This design comes from an exercise in tuning for small area, a short achievable clock period and few clock cycles on the open sky130 flow, not from production work. The RTL was checked by simulation tests, not by an equivalence proof against the original design. Power and IR drop assume default switching activity.

==> module ppu_top, before the edit <==
module ppu_top (
  input  logic                   clk,
  input  logic                   rst_n,
  input  logic                   tile_wr_en,
  input  logic [4-1:0]  tile_wr_addr,
  input  logic [16-1:0] tile_wr_data,
  input  logic [4-1:0]  tile_rd_addr,
  output logic [16-1:0] tile_rd_data,
  output logic [5-1:0]   popcount_rd_data,
  input  logic                   tile_start,
  input  logic                   cfg_auto_repeat,
  output logic                   ppu_busy,
  output logic                   tile_done,
  output logic                   task_valid,
  input  logic                   task_ready,
  output logic [4-1:0]  task_row_id,
  output logic [4-1:0]  task_prefix_id,
  output logic                   task_root,
  output logic [16-1:0] task_pattern,
  output logic [5-1:0]   task_popcount
);
  localparam int R = 16;
  localparam int S = 16;
  localparam int RW = 4;
  localparam int PW = 5;
  logic [R-1:0][S-1:0]  row_pat;
  logic [R-1:0][PW-1:0] row_pc;
  logic          wr_v;
  logic [RW-1:0] wr_a;
  logic [S-1:0]  wr_d;
  logic [PW-1:0] wr_pc;
  assign wr_pc = ppu_tile_pkg::count_ones(wr_d);
  always_ff @(posedge clk) begin
    if (!rst_n) begin
      wr_v <= 1'b0;
    end else begin
      wr_v <= tile_wr_en;
    end
    wr_a <= tile_wr_addr;
    wr_d <= tile_wr_data;
  end
  logic [S-1:0]  pat_wdata;
  logic [PW-1:0] pc_wdata;
  assign pat_wdata = tile_wr_data & {S{rst_n}};
  assign pc_wdata  = wr_pc & {PW{rst_n}};
  always_ff @(posedge clk) begin
    for (int r = 0; r < R; r++) begin
      if (!rst_n || (tile_wr_en && tile_wr_addr == r[RW-1:0])) row_pat[r] <= pat_wdata;
      if (!rst_n || (wr_v && wr_a == r[RW-1:0])) row_pc[r] <= pc_wdata;
    end
  end
  always_ff @(posedge clk) begin
    tile_rd_data     <= row_pat[tile_rd_addr];
    popcount_rd_data <= (wr_v && wr_a == tile_rd_addr) ? wr_pc : row_pc[tile_rd_addr];
  end
  logic          busy;
  logic          xfer;
  logic          last;
  logic          start;
  logic          load;
  logic          idle_a;  
  logic          go;      
  logic          pend;    
  logic          row0_wr;  
  logic [RW-1:0] nrow;  
  logic [S-1:0]  q_pat;
  logic [R-1:0]  cand_n;
  logic [R-1:0]  a_cand;  
  logic [S-1:0]  a_pat;
  assign xfer   = task_valid && task_ready;
  assign last   = task_row_id == {RW{1'b1}};
  assign start  = tile_start && !busy;
  assign go     = (start && !row0_wr) || pend;
  assign load   = go || (xfer && !(last && !cfg_auto_repeat));
  assign idle_a = !busy && !go;
  assign q_pat = row_pat[nrow];
  always_comb begin
    for (int r = 0; r < R; r++) begin
      cand_n[r] = (r < {28'd0, nrow}) && ((row_pat[r] & ~q_pat) == '0);
    end
  end
  always_ff @(posedge clk) begin
    if (!rst_n) begin
      a_cand <= '0;
      a_pat  <= '0;
    end else if (idle_a) begin
      a_cand <= '0;
      a_pat  <= row_pat[0];
    end else if (load) begin
      a_cand <= cand_n;
      a_pat  <= q_pat;
    end
  end
  logic [R-1:0]  keep [PW+1];
  logic [PW-1:0] best_pc;
  logic [R-1:0]  win;  
  logic [S-1:0]  pre_pat;
  logic [RW-1:0] pre_id;
  logic          root;
  logic [PW-1:0] a_pc;
  always_comb begin
    keep[PW] = a_cand;
    for (int b = PW-1; b >= 0; b--) begin
      logic [R-1:0] hit;
      for (int r = 0; r < R; r++) hit[r] = keep[b+1][r] && row_pc[r][b];
      best_pc[b] = |hit;
      keep[b]    = best_pc[b] ? hit : keep[b+1];
    end
  end
  always_comb begin
    logic seen;
    seen = 1'b0;
    for (int r = 0; r < R; r++) begin
      win[r] = keep[0][r] && !seen;
      seen   = seen || keep[0][r];
    end
  end
  always_comb begin
    pre_pat = '0;
    pre_id  = '0;
    for (int r = 0; r < R; r++) begin
      pre_pat = pre_pat | (row_pat[r] & {S{win[r]}});
      pre_id  = pre_id | (r[RW-1:0] & {RW{win[r]}});
    end
  end
  assign root = best_pc == '0;
  assign a_pc = ppu_tile_pkg::count_ones_tree(a_pat);
  always_ff @(posedge clk) begin
    if (!rst_n) begin
      busy       <= 1'b0;
      pend       <= 1'b0;
      row0_wr    <= 1'b0;
      task_valid <= 1'b0;
      tile_done  <= 1'b0;
      nrow       <= 4'd1;
    end else begin
      tile_done <= xfer && last;
      pend      <= start && row0_wr;
      row0_wr   <= tile_wr_en && tile_wr_addr == '0;
      if (start) busy <= 1'b1;
      else if (tile_done && !task_valid) busy <= 1'b0;
      if (load) begin
        task_valid <= 1'b1;
        nrow       <= nrow + 1'b1;
      end else if (xfer) begin
        task_valid <= 1'b0;
      end
    end
  end
  always_ff @(posedge clk) begin
    if (load) begin
      task_row_id    <= nrow - 1'b1;
      task_prefix_id <= root ? '0 : pre_id;
      task_root      <= root;
      task_pattern   <= a_pat ^ pre_pat;  
      task_popcount  <= a_pc - best_pc;
    end
  end
  assign ppu_busy = busy;
endmodule
Settings: LEC_CHECK=0, CAP_MARGIN=20, CORE_MARGIN=2, CORE_UTILIZATION=35, SLEW_MARGIN=20; clock period 30.0 ns.
standard.sh (not shown) runs the stock make flow with config.mk's settings and CLKGATE_MAP_FILE= SYNTH_SCRIPT=/design/flow/synth_recipe.tcl, a recipe that flattens the netlist after the stock synthesis.
==> flow/flow/run.sh <==
#!/bin/bash
# Standard layout, with timing repair aimed well below the 30 ns clock:
# repair_timing works until every path has this much setup slack. The
# floorplan's repair, on the unplaced netlist, keeps the plain target; the
# repairs after placement, CTS and global routing use the tighter one.
set -euo pipefail
bash standard.sh floorplan > standard_floorplan.log 2>&1
export SETUP_SLACK_MARGIN=22.85
bash standard.sh > standard.log 2>&1
Testbench counts at the start, summed over its fixed seeds: cycles 13,663.
==> next run, changes <==
--- a/flow/design.v
+++ b/flow/design.v
@@ -87,7 +87,19 @@
     end
   end
-  always_ff @(posedge clk) begin
-    tile_rd_data     <= row_pat[tile_rd_addr];
-    popcount_rd_data <= (wr_v && wr_a == tile_rd_addr) ? wr_pc : row_pc[tile_rd_addr];
+  logic [R-1:0]  rd_sel;  
+  logic [S-1:0]  rd_pat;
+  logic [PW-1:0] rd_pc;
+  always_comb begin
+    rd_pat = '0;
+    rd_pc  = '0;
+    for (int r = 0; r < R; r++) begin
+      rd_sel[r] = tile_rd_addr == r[RW-1:0];
+      rd_pat    = rd_pat | (row_pat[r] & {S{rd_sel[r]}});
+      rd_pc     = rd_pc | (row_pc[r] & {PW{rd_sel[r]}});
+    end
+  end
+  always_ff @(posedge clk) begin
+    tile_rd_data     <= rd_pat;
+    popcount_rd_data <= (wr_v && wr_a == tile_rd_addr) ? wr_pc : rd_pc;
   end
   logic          busy;
What happened:
- cell count grows by a few percent
- routed wire length grows by roughly a tenth
- register-to-register slack gets worse by 0.04 ns
- count of clock-buffer cells in the layout shrinks by 7
- design area shrinks slightly
- synthesized area shrinks by a few percent
- sequential cell count stays the same
- power shrinks slightly
- worst hold slack hardly moves
Testbench counts after the change, summed over its fixed seeds: cycles 13,663.

[port drivers added, routing unchanged]
In the flow no input, the clock included, has a driving cell. The finished layouts below were timed again as built, in two steps.
Step 1, drivers: a clkbuf_16 drives clk and a buf_2 each remaining input, both assumed.
Step 2 adds t to the input delays and takes it off the output delays; t is the mean of the earliest and latest rising clock arrival at the registers after step 1. Input paths then give back, and output paths get back, about the clock's delay inside the block.
Three values: ideal ports, drivers, drivers and shift; two values: the first two.
| run | t (ns) | setup WS [ns] | worst setup path after step 2 |
|---|---|---|---|
| the first run | 0.675 | 22.773 / 22.655 / 21.979 | input to register |
| the second run | 0.668 | 22.782 / 22.787 / 22.130 | input to register |
After both steps setup and hold are still met in every run listed. For the first run, which loses most, drivers alone change the setup slack by -0.118 ns; drivers and shift together by -0.794 ns.
